This design comes from an exercise in tuning for a short achievable clock period, few clock cycles per item and low power on the open sky130 flow, not from production work.
Function was checked by simulation only, so behaviour that the tests miss may differ from the original.

--- design.v ---
package fp_pkg;
   typedef enum logic [1:0] {FP_ZERO, FP_NORM, FP_INF, FP_NAN} fp_class_e;
   localparam int FLG_INV = 3;
   localparam int FLG_OVF = 2;
   localparam int FLG_UNF = 1;
   localparam int FLG_INX = 0;
   function automatic int fp_width(input int exp_w, input int man_w);
      fp_width = 1 + exp_w + man_w;
   endfunction
   function automatic int fp_bias(input int exp_w);
      fp_bias = (1 << (exp_w - 1)) - 1;
   endfunction
   function automatic int fp_prod_w(input int man_w);
      fp_prod_w = 2 * man_w + 2;
   endfunction
endpackage
module fp_round_pack #(
   parameter  int EXP_W = 8,
   parameter  int MAN_W = 23,
   localparam int W     = fp_pkg::fp_width(EXP_W, MAN_W),
   localparam int PW    = fp_pkg::fp_prod_w(MAN_W)
) (
   input  logic             sign,
   input  fp_pkg::fp_class_e        cls_a,
   input  fp_pkg::fp_class_e        cls_b,
   input  logic [EXP_W+1:0] esum,
   input  logic [PW-1:0]    prod,
   output logic [W-1:0]     res,
   output logic [3:0]       flags
);
   localparam logic [EXP_W+1:0] EXP_MAX = {2'b00, {EXP_W{1'b1}}};
   logic [PW-2:0]    norm;
   logic [MAN_W-1:0] frac;
   logic             guard;
   logic             sticky;
   logic             rnd_up;
   logic [MAN_W:0]   frac_rnd;
   logic [EXP_W+1:0] exp_fin;
   logic             any_nan;
   logic             any_inf;
   logic             any_zero;
   logic             ovf;
   logic             unf;
   always_comb begin
      res      = '0;
      flags    = '0;
      norm     = prod[PW-1] ? prod[PW-2:0] : {prod[PW-3:0], 1'b0};
      frac     = norm[PW-2 -: MAN_W];
      guard    = norm[MAN_W];
      sticky   = |norm[MAN_W-1:0];
      rnd_up   = guard & (sticky | frac[0]);
      frac_rnd = {1'b0, frac} + {{MAN_W{1'b0}}, rnd_up};
      exp_fin  = esum + {{(EXP_W+1){1'b0}}, prod[PW-1]}
                      + {{(EXP_W+1){1'b0}}, frac_rnd[MAN_W]};
      ovf      = !exp_fin[EXP_W+1] && (exp_fin >= EXP_MAX);
      unf      = exp_fin[EXP_W+1] || (exp_fin == '0);
      any_nan  = (cls_a == fp_pkg::FP_NAN)  || (cls_b == fp_pkg::FP_NAN);
      any_inf  = (cls_a == fp_pkg::FP_INF)  || (cls_b == fp_pkg::FP_INF);
      any_zero = (cls_a == fp_pkg::FP_ZERO) || (cls_b == fp_pkg::FP_ZERO);
      if (any_nan || (any_inf && any_zero)) begin
         res            = {sign, {(EXP_W+MAN_W){1'b1}}};
         flags[fp_pkg::FLG_INV] = 1'b1;
      end else if (any_inf) begin
         res = {sign, {EXP_W{1'b1}}, {MAN_W{1'b0}}};
      end else if (any_zero) begin
         res = {sign, {(W-1){1'b0}}};
      end else if (ovf) begin
         res            = {sign, {EXP_W{1'b1}}, {MAN_W{1'b0}}};
         flags[fp_pkg::FLG_OVF] = 1'b1;
         flags[fp_pkg::FLG_INX] = 1'b1;
      end else if (unf) begin
         res            = {sign, {(W-1){1'b0}}};
         flags[fp_pkg::FLG_UNF] = 1'b1;
         flags[fp_pkg::FLG_INX] = 1'b1;
      end else begin
         res            = {sign, exp_fin[EXP_W-1:0], frac_rnd[MAN_W-1:0]};
         flags[fp_pkg::FLG_INX] = guard | sticky;
      end
   end
endmodule
module fp_mul_pipe #(
   parameter  int EXP_W = 8,
   parameter  int MAN_W = 23,
   localparam int W     = fp_pkg::fp_width(EXP_W, MAN_W)
) (
   input  logic         clk,
   input  logic         rst,
   input  logic         in_valid,
   output logic         in_ready,
   input  logic [W-1:0] op1,
   input  logic [W-1:0] op2,
   output logic         out_valid,
   input  logic         out_ready,
   output logic [W-1:0] res,
   output logic [3:0]   flags
);
   localparam int               PW   = fp_pkg::fp_prod_w(MAN_W);
   localparam logic [EXP_W+1:0] BIAS = (EXP_W+2)'(fp_pkg::fp_bias(EXP_W));
   function automatic fp_pkg::fp_class_e classify(input logic [EXP_W-1:0] e,
                                          input logic [MAN_W-1:0] f);
      if (e == '0)      classify = fp_pkg::FP_ZERO;
      else if (e == '1) classify = (f == '0) ? fp_pkg::FP_INF : fp_pkg::FP_NAN;
      else              classify = fp_pkg::FP_NORM;
   endfunction
   logic             en;
   logic             v1;
   logic             v2;
   logic             s1_sign;
   fp_pkg::fp_class_e        s1_ca;
   fp_pkg::fp_class_e        s1_cb;
   logic [EXP_W+1:0] s1_esum;
   logic [MAN_W:0]   s1_ma;
   logic [MAN_W:0]   s1_mb;
   logic             s2_sign;
   fp_pkg::fp_class_e        s2_ca;
   fp_pkg::fp_class_e        s2_cb;
   logic [EXP_W+1:0] s2_esum;
   logic [PW-1:0]    s2_prod;
   logic [W-1:0]     rp_res;
   logic [3:0]       rp_flags;
   assign en       = !out_valid || out_ready;
   assign in_ready = en;
   always_ff @(posedge clk or negedge rst) begin
      if (!rst) begin
         v1        <= 1'b0;
         v2        <= 1'b0;
         out_valid <= 1'b0;
         res       <= '0;
         flags     <= '0;
      end else if (en) begin
         v1        <= in_valid;
         v2        <= v1;
         out_valid <= v2;
         res       <= rp_res;
         flags     <= rp_flags;
      end
   end
   always_ff @(posedge clk) begin
      if (en && in_valid) begin
         s1_sign <= op1[W-1] ^ op2[W-1];
         s1_ca   <= classify(op1[W-2 -: EXP_W], op1[MAN_W-1:0]);
         s1_cb   <= classify(op2[W-2 -: EXP_W], op2[MAN_W-1:0]);
         s1_esum <= {2'b00, op1[W-2 -: EXP_W]} + {2'b00, op2[W-2 -: EXP_W]} - BIAS;
         s1_ma   <= {1'b1, op1[MAN_W-1:0]};
         s1_mb   <= {1'b1, op2[MAN_W-1:0]};
      end
      if (en) begin
         s2_sign <= s1_sign;
         s2_ca   <= s1_ca;
         s2_cb   <= s1_cb;
         s2_esum <= s1_esum;
         s2_prod <= PW'(s1_ma) * PW'(s1_mb);
      end
   end
   fp_round_pack #(.EXP_W(EXP_W), .MAN_W(MAN_W)) u_round_pack (
      .sign  (s2_sign),
      .cls_a (s2_ca),
      .cls_b (s2_cb),
      .esum  (s2_esum),
      .prod  (s2_prod),
      .res   (rp_res),
      .flags (rp_flags)
   );
endmodule
--- run.sh ---
#!/bin/bash
# synth_recipe.tcl (not shown) runs the flow's synth.tcl, then flattens the netlist and writes it again
# the make line also repeats each setting of config.mk as NAME=value (left out here)
make -C /OpenROAD-flow-scripts/flow DESIGN_CONFIG=/design/flow/config.mk WORK_HOME=/design/flow/orfs CLKGATE_MAP_FILE= SYNTH_SCRIPT=/design/flow/synth_recipe.tcl finish
--- constraint.sdc ---
create_clock -name core_clock -period 10.0 [get_ports {clk}]
set_input_delay 2.0000 -clock core_clock [delete_from_list [all_inputs] [get_ports {clk}]]
set_output_delay 2.0000 -clock core_clock [all_outputs]
set_load 0.01 [all_outputs]
--- config.mk ---
export PLATFORM = sky130hd
export DESIGN_NAME = fp_mul_pipe
export DESIGN_NICKNAME = fp_mul_pipe
export VERILOG_FILES = /design/flow/design.v
export SDC_FILE = /design/flow/constraint.sdc
export NUM_CORES = 4
export LEC_CHECK = 0
export CAP_MARGIN = 20
export CORE_MARGIN = 2
export CORE_UTILIZATION = 40
export SLEW_MARGIN = 20
==> results.tsv <==
metric	value	unit
status	no timing/DRC/antenna violations	
synth top area cells	fa_1 (37%), edfxtp_1 (14%), ha_1 (9.2%)	
largest net degree at the start of global routing	67	
PnR worst setup slack	2.11	ns
type of origin of the critical path	flip-flop	
Final period util	78.9	%
Hold WS	0.419	ns
1st-pass router iterations	5	
GRT Util Overall	22.4	%
CTS tree	done	
critical setup path kind	reg2reg	
Vias/cell	5.17	
clock-pin transition on the worst setup and hold timing paths	0.08	ns
Data arrival, critical path	8.12	ns
synthesized cell area	0.0259	mm²
Max Cap Viol	0	
Die Y	259	µm
reg-to-reg slack, setup	2.11	ns
CP required	10.23	ns
EDFF count, synth	124	
synth warn	2	
HP Class	reg2reg	
Die Wd	259	µm
I/O pin count	106	
Clock Sinks	163	
number of routed nets with antenna violations	0	
# fillers	6155	
CP Buf/Inv Count	7	
CP endpoint kind	flip-flop	
WHS Path Cells	0	
Synth cell types	80	
worst r2r dst	s2_prod[47]	
DRC errors left	0	
register area share after synthesis	18.1	%
# hold bufs at CTS	0	
Routed WL per cell	20.1	µm
cts bufs inserted	17	
Placed Area	0.0278	mm²
Mapped Nets	3426	
crit-path max FO	19	
share of layout cells above drive strength 1	3.84	%
Core Rows	93	
CTS resizes	0	
register area	0.00470	mm²
CP max stage delay	0.79	ns
min-delay src	s1_cb[1]	
1st-iter DRT viols	1247	
final net count	3462	
Fin. Hold Viols	0	
f_max	127	MHz
unrepaired setup endpoints after global routing	false	
Setup Slack @ Placement	2.20	ns
Endpoint, Worst Hold	s2_cb[1]	
Initial Util	40.3	%
vias in the first global route	19973	
Mean Syn Cell Area	9.66	µm²
Async SR Flop Fraction	23.9	%
Final HPWL DP	56.2	mm
Post-Syn Instances	2683	
Worst-Skew Late Latency	0.48	ns
most common cell in the netlist	inv_1	
Congestion Overflow GR	0	
routed via count	18540	
min cycle time layout	7.89	ns
clock skew	0.0205	ns
Yosys top cell area share	37.4	%
placer congestion estimate	0.908	
cell area after layout	0.0285	mm²
Post-CTS Setup Inserts	0	
total wire length	72.0	mm
Crit-path slowest cell	edfxtp_1	
CTS H-Tree Depth	4	
worst-case reg-to-reg path depth	25	
#FFs+latches synth	163	
reg2reg start	s1_ma[7]	
multi-input logic area	0.0185	mm²
Root Buffer Master	clkbuf_16	
die area	0.0668	mm²
setup TNS	0	ns
Post-synth top cells	inv_1 (588), fa_1 (484), nand2_1 (325)	
top_reg_cell synth	edfxtp_1	
Max transition margin	18.1	%
global-route wire length before repair	115	mm
Top delay family on crit path	adder cells	
Final setup viols	0	
post-synthesis cell type with the largest combined area	fa_1	
CTS max path bufs	2	
initial antenna violation count	0	
Buffers on Ports	105	
Max Slew Vio Count	0	
Antenna diodes	0	
core area	0.0642	mm²
Area Growth Syn to Fin	9.81	%
slew of the pin with the lowest slew margin	1.23	ns
## state kept, by name, summed over array words and instances (netlist names)
signal / flops
s2_prod: 48
res: 32
s1_ma: 23
s1_mb: 23
s1_esum: 10
s2_esum: 10
flags: 4
s1_ca: 2
s1_cb: 2
s2_ca: 2
s2_cb: 2
out_valid: 1
s1_sign: 1
s2_sign: 1
v1: 1
v2: 1
## metrics by stage
stage	instances	util, %
CTS	3586	44.3
detailed placement	3554	43.3
finish	3587	44.3
global route	3587	44.3
floorplan	2683	-
global placement	3554	43.3
## worst register-to-register path, stage by stage (launching register included)
cell,delay [ns]
edfxtp_1,0.79
inv_1,0.54
nor2_1,0.15
fa_1,0.55
inv_1,0.05
fa_1,0.47
inv_1,0.05
fa_1,0.50
inv_1,0.05
fa_1,0.53
inv_1,0.05
fa_1,0.48
fa_1,0.49
inv_1,0.05
fa_1,0.53
inv_1,0.07
ha_1,0.43
nand4_1,0.19
nor3_1,0.30
a22oi_1,0.19
a311oi_4,0.40
a21oi_4,0.15
o31ai_4,0.26
a221o_1,0.21
a21oi_2,0.06
xnor2_1,0.12
## area by class of cell
type / count / share of cell area (%)
well taps: 855 / 3.76
clock inverters: 15 / 0.699
multi-input cells: 1805 / 65.0
flip-flops and latches: 163 / 16.5
clock buffers: 17 / 1.50
repair buffers: 141 / 4.70
inverters: 591 / 7.80
## how the worst max path moves through the flow
stage,startpoint,to,cells past startpoint,slack (ns)
finish,s1_ma[7],s2_prod[47],25,2.11
global route,s1_ma[7],s2_prod[46],25,1.82
CTS,s1_ma[7],s2_prod[46],25,2.20
detailed placement,s1_ma[7],s2_prod[46],25,2.20
global placement,s1_ma[7],s2_prod[46],25,2.34
floorplan,s1_ma[13],s2_prod[47],27,3.24
## cells by family (layout without fill, tap and decap cells)
logic type / after synthesis / after routing / share of synthesized area (%)
flip-flops: 163 / 163 / 18.1
buffers and inverters: 715 / 764 / 10.5
multiplexers: 14 / 14 / 0.565
AO/OA/AOI/OAI: 224 / 224 / 5.98
XOR/XNOR: 87 / 87 / 2.94
AND/OR/NAND/NOR: 805 / 805 / 15.3
adder cells (fa/ha/maj): 675 / 675 / 46.6
## layer usage
| metal | vias to the layer above | wire (µm) | GRT usage, % |
|---|---|---|---|
| met4 | 0 | 1920 | 6.21 |
| met3 | 103 | 5270 | 4.25 |
| met2 | 673 | 33500 | 36.1 |
| met5 | - | 0 | 0 |
| li1 | 8254 | - | - |
| met1 | 9510 | 31300 | 31.1 |
## placed cells by master, fill, tap and decap left out, types with 6 or more instances in the layout
cell	count
clkbuf_16	17
a21oi_1	72
mux2i_1	9
and2_1	252
inv_1	587
dfrtp_1	39
buf_4	35
xor2_1	28
a21o_1	23
o21ai_0	30
and3_1	17
nand4_1	13
clkdlybuf4s50_1	104
nor3_1	8
fa_1	484
nor4_1	20
o21bai_1	10
ha_1	191
xnor2_1	59
a21oi_2	6
edfxtp_1	124
o22ai_1	22
nor2b_1	8
nand3_1	39
nand2b_1	6
nor2_1	98
o21ai_1	7
nand2_1	325
Testbench counts, summed over its fixed seeds: cycles 32,024, items 32,000.

[separate check: timing with driven ports]
The results above use ideal ports. As a check the final layout listed here was re-extracted and re-timed, cells and wires unchanged.
Step 1 (the two cells are an assumption about what drives the block):
set clk [get_ports {clk}]
set_driving_cell -lib_cell sky130_fd_sc_hd__clkbuf_16 $clk
set_driving_cell -lib_cell sky130_fd_sc_hd__buf_2 [delete_from_list [all_inputs] $clk]
Step 2 also shifts input and output timing later by t, the mid clock arrival at the registers, as if the neighbouring blocks saw the same clock.
Three values: ideal ports, drivers, drivers and shift; two values: the first two.
t (ns): 0.522
setup WS [ns]: 2.106 / 2.106 / 2.106
worst setup path after step 2: register to register
latest minus earliest clock arrival (ns): 0.021 / 0.021
worst register clock-pin slew, ns: 0.09 / 0.09
After both steps setup and hold are still met in this run. For this run, drivers alone change the setup slack by 0.000 ns; drivers and shift together by 0.000 ns.
